Source: an optimization exercise on an open RTL-to-GDS flow (aim: small area, a short achievable clock period and few clock cycles). Production flows keep margins and buffers that such runs may drop. At most, simulation tests tie the RTL to the original design; equivalence was not proved. Power is estimated from default activity; no workload was simulated.

run 1:
## buddy_block_allocator
module buddy_block_allocator #(
    parameter int MAX_ORDER = 5,
    parameter int ID_WIDTH  = 16
) (
    input  wire         i_clk,
    input  wire         i_rst_n,
    input  wire         i_cfg_wr_en,
    input  wire [2:0]   i_cfg_wr_data,     
    input  wire         i_s_axis_tvalid,
    output logic        o_s_axis_tready,
    input  wire [31:0]  i_s_axis_tdata,    
    input  wire [0:0]   i_s_axis_tuser,    
    output logic        o_m_axis_tvalid,
    input  wire         i_m_axis_tready,
    output logic [15:0] o_m_axis_tdata,    
    output logic [1:0]  o_m_axis_tuser,    
    output logic        o_m_axis_tlast     
);
    localparam int NS = 32;                
    logic [5:0]          r_lvlok;          
    logic [31:1]         r_split;          
    logic [NS-1:0]       r_used;           
    logic [ID_WIDTH-1:0] r_owner [NS];     
    logic [5:0]          r_count;          
    logic [5:1]          r_pend;           
    logic                r_cv;
    logic                r_cfunc;
    logic [ID_WIDTH-1:0] r_cid;
    logic                r_cidnz;
    logic [5:0]          r_cge;            
    logic                r_qact;
    logic [4:0]          r_qslot;
    logic [5:0]          r_qe2;            
    logic                r_qlast;          
    logic                r_ready;          
    logic                r_av;
    logic [1:0]          r_akind;
    logic [15:0]         r_avalue;
    logic                r_alast;
    logic                r_bv;
    logic [1:0]          r_bkind;
    logic [15:0]         r_bvalue;
    logic                r_blast;
    logic [5:0]    w_lvl_ok;               
    logic [63:1]   w_exists;
    logic [63:1]   w_fit;
    logic [NS-1:0] w_cand;
    logic [63:1]   w_any;                  
    logic [NS-1:0] w_before;
    logic [NS-1:0] w_sel;
    logic [31:1]   w_set;
    logic [5:1]    w_lvl_set;
    logic          w_found;
  ...
Size: ~62 I/O pins, roughly 27,000 um2 of cells after synthesis.
export LEC_CHECK = 0
export CAP_MARGIN = 20
export CORE_MARGIN = 2
export CORE_UTILIZATION = 65
export SETUP_SLACK_MARGIN = 2.0
export SLEW_MARGIN = 20
create_clock -name core_clock -period 5.0 [get_ports {i_clk}]
run.sh (not shown) runs the stock make flow with config.mk's settings and CLKGATE_MAP_FILE= SYNTH_SCRIPT=/design/flow/synth_recipe.tcl, a recipe that flattens the netlist after the stock synthesis.
Run 1: full flow OK, the timing, DRC and antenna checks passed
> inputs changed (run 1 -> run 2)
--- a/flow/config.mk
+++ b/flow/config.mk
@@ -10 +10 @@
-export CORE_UTILIZATION = 65
+export CORE_UTILIZATION = 40
## What came out
Of run 2 and run 1, run 2 shows the lower critical path depth, with run 1 above it.
Run 1 -> run 2: count of non-CTS buffers in the layout decreased by a few percent
Run 2 vs. run 1: via count fell 827, worst hold slack decreased by 15 ps relative to the old numbers, global-route wire length before repair up 3.2%.
--- input diff run 2..run 3 ---
--- a/flow/config.mk
+++ b/flow/config.mk
@@ -10,0 +11,2 @@
+export CTS_CLUSTER_DIAMETER = 100
+export CTS_CLUSTER_SIZE = 30
Results
- Per the comparison of run 3 with run 2, final area fell by 4.2%, storage element area stayed essentially flat, standard-cell row count stayed essentially flat, leakage component of the power fell by 0.65 nW, mux share of post-synthesis cell area stayed essentially flat.
- Of the two values seen for cell with the largest stage delay on the worst path, mux4_2 was produced by run 3 and a2111oi_2 by run 2.
### run 3 -> run 4
--- a/flow/config.mk
+++ b/flow/config.mk
@@ -11,2 +11 @@
-export CTS_CLUSTER_DIAMETER = 100
-export CTS_CLUSTER_SIZE = 30
+export CTS_CLUSTER_SIZE = 24
==> comparison <==
Diff run 4 and run 3: via count lower in run 3
Critical path startpoint = r_qslot[2]: run 3; critical path startpoint = r_qslot[3]: run 4
Between run 4 and run 3, number of buffers other than clock buffers in the final layout is lower for run 4, run 3 comes in above that.
Fraction of the cycle the final worst path needs ends up lower on run 3.
[diff] final critical-path setup slack, run 4 relative to run 3: regression
Relative to run 3, the fmax of run 4 is lower by about 1.7%.
Run 4: clock group share of total power is 13 points higher than what run 3 reported.
Routed wire in run 4 totals more than in run 3.
Design area: run 4 vs run 3 up 1400 um2
No functional check of the RTL was part of any run of this note.

========
The RTL this note starts from:
==> flow/design.v <==
`default_nettype none
package bba_pkg;
    localparam int SIZE_W  = 16;   
    localparam int VALUE_W = 16;   
    localparam int ORDER_W = 3;    
    localparam logic [1:0] KIND_ALLOC = 2'd0;
    localparam logic [1:0] KIND_FAIL  = 2'd1;
    localparam logic [1:0] KIND_COUNT = 2'd2;
    localparam logic [1:0] KIND_ENTRY = 2'd3;
endpackage
`default_nettype wire
`default_nettype none
module buddy_block_allocator #(
    parameter int MAX_ORDER = 5,
    parameter int ID_WIDTH  = 16
) (
    input  wire         i_clk,
    input  wire         i_rst_n,
    input  wire         i_cfg_wr_en,
    input  wire [2:0]   i_cfg_wr_data,     
    input  wire         i_s_axis_tvalid,
    output logic        o_s_axis_tready,
    input  wire [31:0]  i_s_axis_tdata,    
    input  wire [0:0]   i_s_axis_tuser,    
    output logic        o_m_axis_tvalid,
    input  wire         i_m_axis_tready,
    output logic [15:0] o_m_axis_tdata,    
    output logic [1:0]  o_m_axis_tuser,    
    output logic        o_m_axis_tlast     
);
    localparam int NS = 32;                
    logic [2:0]          r_t;              
    logic [31:1]         r_split;          
    logic [NS-1:0]       r_used;           
    logic [ID_WIDTH-1:0] r_owner [NS];     
    logic [5:0]          r_count;          
    logic [5:1]          r_pend;           
    logic                r_cv;
    logic                r_cfunc;
    logic [ID_WIDTH-1:0] r_cid;
    logic                r_cidnz;
    logic [5:0]          r_cge;            
    logic                r_qact;
    logic [4:0]          r_qslot;
    logic [4:0]          r_qrem;           
    logic                r_ov;
    logic [1:0]          r_okind;
    logic [15:0]         r_ovalue;
    logic                r_olast;
    logic [5:0]  w_lvl_ok;                 
    logic [63:1] w_exists;
    logic [63:1] w_fit;
    logic [NS-1:0] w_cand;
    logic [NS-1:0] w_before;
    logic [NS-1:0] w_sel;
    logic [31:1] w_set;
    logic [5:1]  w_lvl_set;
    logic        w_found;
    always_comb begin
        for (int l = 0; l < 6; l++) w_lvl_ok[l] = (3'(l) <= r_t);
    end
    for (genvar l = 0; l < 6; l++) begin : g_lvl
        for (genvar j = 0; j < (1 << (5 - l)); j++) begin : g_node
            localparam int N = (1 << (5 - l)) + j;
            localparam int S = j << l;
            if (N > 1) begin : g_par
                assign w_exists[N] = r_split[N >> 1] | ((j == 0) && (r_t == 3'(l)));
            end else begin : g_root
                assign w_exists[N] = (r_t == 3'(l));
            end
            if (N < 32) begin : g_inner
                assign w_fit[N] = w_exists[N] & !r_split[N] & !r_used[S] & r_cge[l];
            end else begin : g_leaf
                assign w_fit[N] = w_exists[N] & !r_used[S] & r_cge[l];
            end
        end
    end
    for (genvar s = 0; s < NS; s++) begin : g_cand
        localparam int TZ = (s == 0) ? 5 : (s % 2 != 0) ? 0 : (s % 4 != 0) ? 1 :
                            (s % 8 != 0) ? 2 : (s % 16 != 0) ? 3 : 4;
        logic [5:0] w_at;
        for (genvar l = 0; l < 6; l++) begin : g_at
            if (l <= TZ) begin : g_y
                assign w_at[l] = w_fit[(1 << (5 - l)) + (s >> l)];
            end else begin : g_n
                assign w_at[l] = 1'b0;
            end
        end
        assign w_cand[s] = |w_at;
    end
    always_comb begin
        w_before[0] = 1'b0;
        for (int s = 1; s < NS; s++) w_before[s] = w_before[s-1] | w_cand[s-1];
    end
    assign w_sel   = w_cand & ~w_before;
    assign w_found = |w_cand;
    for (genvar l = 1; l < 6; l++) begin : g_set
        logic [(1 << (5 - l))-1:0] w_any;
        for (genvar j = 0; j < (1 << (5 - l)); j++) begin : g_node
            localparam int N = (1 << (5 - l)) + j;
            assign w_set[N] = w_sel[j << l] & !r_split[N] & w_lvl_ok[l] & r_cge[l-1];
            assign w_any[j] = w_set[N];
        end
        assign w_lvl_set[l] = |w_any;
    end
    logic [5:0] w_qa;
    logic [5:0] w_qstep;
    logic [4:0] w_qnext;
    logic [2:0] w_pendcnt;
    logic [5:0] w_count;
    always_comb begin
        w_qa[0] = 1'b1;
        for (int l = 1; l < 6; l++) begin
            w_qa[l] = ((r_qslot & 5'((1 << l) - 1)) == '0) & w_lvl_ok[l]
                    & !r_split[(1 << (5 - l)) + (r_qslot >> l)];
        end
        for (int l = 0; l < 6; l++) begin
            w_qstep[l] = w_qa[l] & ((l == 5) ? 1'b1 : !w_qa[l+1]);
        end
    end
    assign w_qnext   = r_qslot + w_qstep[4:0];
    assign w_pendcnt = 3'(r_pend[1]) + 3'(r_pend[2]) + 3'(r_pend[3])
                     + 3'(r_pend[4]) + 3'(r_pend[5]);
    assign w_count   = r_count + 6'(w_pendcnt);
    logic w_go;         
    logic w_alloc;      
    logic w_qcnt;       
    logic w_qent;       
    logic w_done;       
    logic w_take;
    assign w_go    = r_cv && (!r_ov || i_m_axis_tready);
    assign w_alloc = w_go && !r_cfunc;
    assign w_qcnt  = w_go && r_cfunc && !r_qact;
    assign w_qent  = w_go && r_cfunc && r_qact;
    assign w_done  = w_alloc || (w_qent && (r_qrem == '0));
    assign o_s_axis_tready = !r_cv || w_done;
    assign w_take  = i_s_axis_tvalid && o_s_axis_tready;
    logic [15:0] w_size;
    assign w_size = i_s_axis_tdata[31:16];
    always_ff @(posedge i_clk) begin
        if (!i_rst_n) begin
            r_cv   <= 1'b0;
            r_qact <= 1'b0;
            r_ov   <= 1'b0;
        end else begin
            if (o_s_axis_tready) r_cv <= i_s_axis_tvalid;
            if (w_qcnt) r_qact <= 1'b1;
            else if (w_done) r_qact <= 1'b0;
            if (w_go) r_ov <= 1'b1;
            else if (i_m_axis_tready) r_ov <= 1'b0;
        end
    end
    always_ff @(posedge i_clk) begin
        if (w_take) begin
            r_cfunc <= i_s_axis_tuser[0];
            r_cid   <= i_s_axis_tdata[15:0];
            r_cidnz <= |i_s_axis_tdata[15:0];
            for (int l = 0; l < 6; l++) r_cge[l] <= (w_size <= 16'(1 << l));
        end
        if (w_qcnt) begin
            r_qslot <= '0;
            r_qrem  <= 5'(w_count - 6'd1);
        end else if (w_qent) begin
            r_qslot <= w_qnext;
            r_qrem  <= r_qrem - 5'd1;
        end
        if (w_alloc) begin
            r_okind  <= w_found ? bba_pkg::KIND_ALLOC : bba_pkg::KIND_FAIL;
            r_ovalue <= '0;
            r_olast  <= 1'b1;
        end else if (w_qcnt) begin
            r_okind  <= bba_pkg::KIND_COUNT;
            r_ovalue <= 16'(w_count);
            r_olast  <= 1'b0;
        end else if (w_qent) begin
            r_okind  <= bba_pkg::KIND_ENTRY;
            r_ovalue <= r_used[r_qslot] ? r_owner[r_qslot] : '0;
            r_olast  <= (r_qrem == '0);
        end
    end
    always_ff @(posedge i_clk) begin
        if (!i_rst_n || i_cfg_wr_en) begin
            r_t     <= (!i_rst_n || i_cfg_wr_data > 3'd5) ? 3'd5 : i_cfg_wr_data;
            r_split <= '0;
            r_used  <= '0;
            r_count <= 6'd1;
            r_pend  <= '0;
        end else begin
            r_count <= w_count;
            r_pend  <= w_alloc ? w_lvl_set : '0;
            if (w_alloc) begin
                r_split <= r_split | w_set;
                r_used  <= r_used | (w_sel & {NS{r_cidnz}});
            end
        end
    end
    always_ff @(posedge i_clk) begin
        for (int s = 0; s < NS; s++) begin
            if (w_alloc && w_sel[s]) r_owner[s] <= r_cid;
        end
    end
    assign o_m_axis_tvalid = r_ov;
    assign o_m_axis_tdata  = r_ovalue;
    assign o_m_axis_tuser  = r_okind;
    assign o_m_axis_tlast  = r_olast;
endmodule
`default_nettype wire
export LEC_CHECK = 0
export ABC_CLOCK_PERIOD_IN_PS = 2000
export CAP_MARGIN = 20
export CORE_MARGIN = 2
export CORE_UTILIZATION = 40
export SETUP_SLACK_MARGIN = 2.5
export SLEW_MARGIN = 20
create_clock -name core_clock -period 5.0 [get_ports {i_clk}]
The baseline finished clean.
Testbench counts at the start, summed over its fixed seeds: cycles 2,690.
Then changed:
Settings changed: ABC_CLOCK_PERIOD_IN_PS 2000 to unset, SETUP_SLACK_MARGIN 2.5 to unset.
Power decreases by a few percent.
Clock-buffer cell count fell by 3.
Setup slack gets worse by 870 ps.
Die area stays the same.
Final area fell by about a fifth.
Via count fell by roughly a tenth.
Critical path depth goes down by 3.
Cell count goes down by roughly a tenth.
Global-route usage came out lower by 2.2 points.
Flip-flop and latch count is unchanged.

-- separate check: timing with driven ports --
Ports are ideal in the flow. The routed layouts listed here were re-timed in OpenROAD.
Step 1 assumes that a clkbuf_16 drives the clock port and a buf_2 every other input.
Step 2, shift: input delay + t, output delay - t, t = (earliest + latest rising clock arrival at the registers) / 2. This alone moves slack from input paths to output paths.
Slacks: ideal ports / drivers / drivers and shift; pairs: ideal ports / drivers.
| run | t, ns | setup slack, ns | worst hold slack (ns) | worst setup path at the end |
|---|---|---|---|---|
| run 1 | 0.642 | 1.866 / 1.866 / 1.475 | 0.519 / 0.519 / 0.519 | input to register |
| run 2 | 0.675 | 1.913 / 1.913 / 1.583 | 0.504 / 0.504 / 0.504 | input to register |
| run 3 | 0.687 | 1.965 / 1.965 / 1.540 | 0.518 / 0.518 / 0.518 | input to register |
| run 4 | 0.675 | 1.913 / 1.913 / 1.583 | 0.504 / 0.504 / 0.504 | input to register |
| the first run of note 2 | 0.674 | 1.594 / 1.594 / 1.397 | 0.448 / 0.448 / 0.448 | input to register |
| the second run of note 2 | 0.657 | 0.723 / 0.697 / 0.697 | 0.452 / 0.452 / 0.452 | input to output |
After both steps every run listed still meets setup and hold. The setup slack of run 3, which loses most, moves by 0.000 ns with the drivers and by -0.425 ns with both steps.
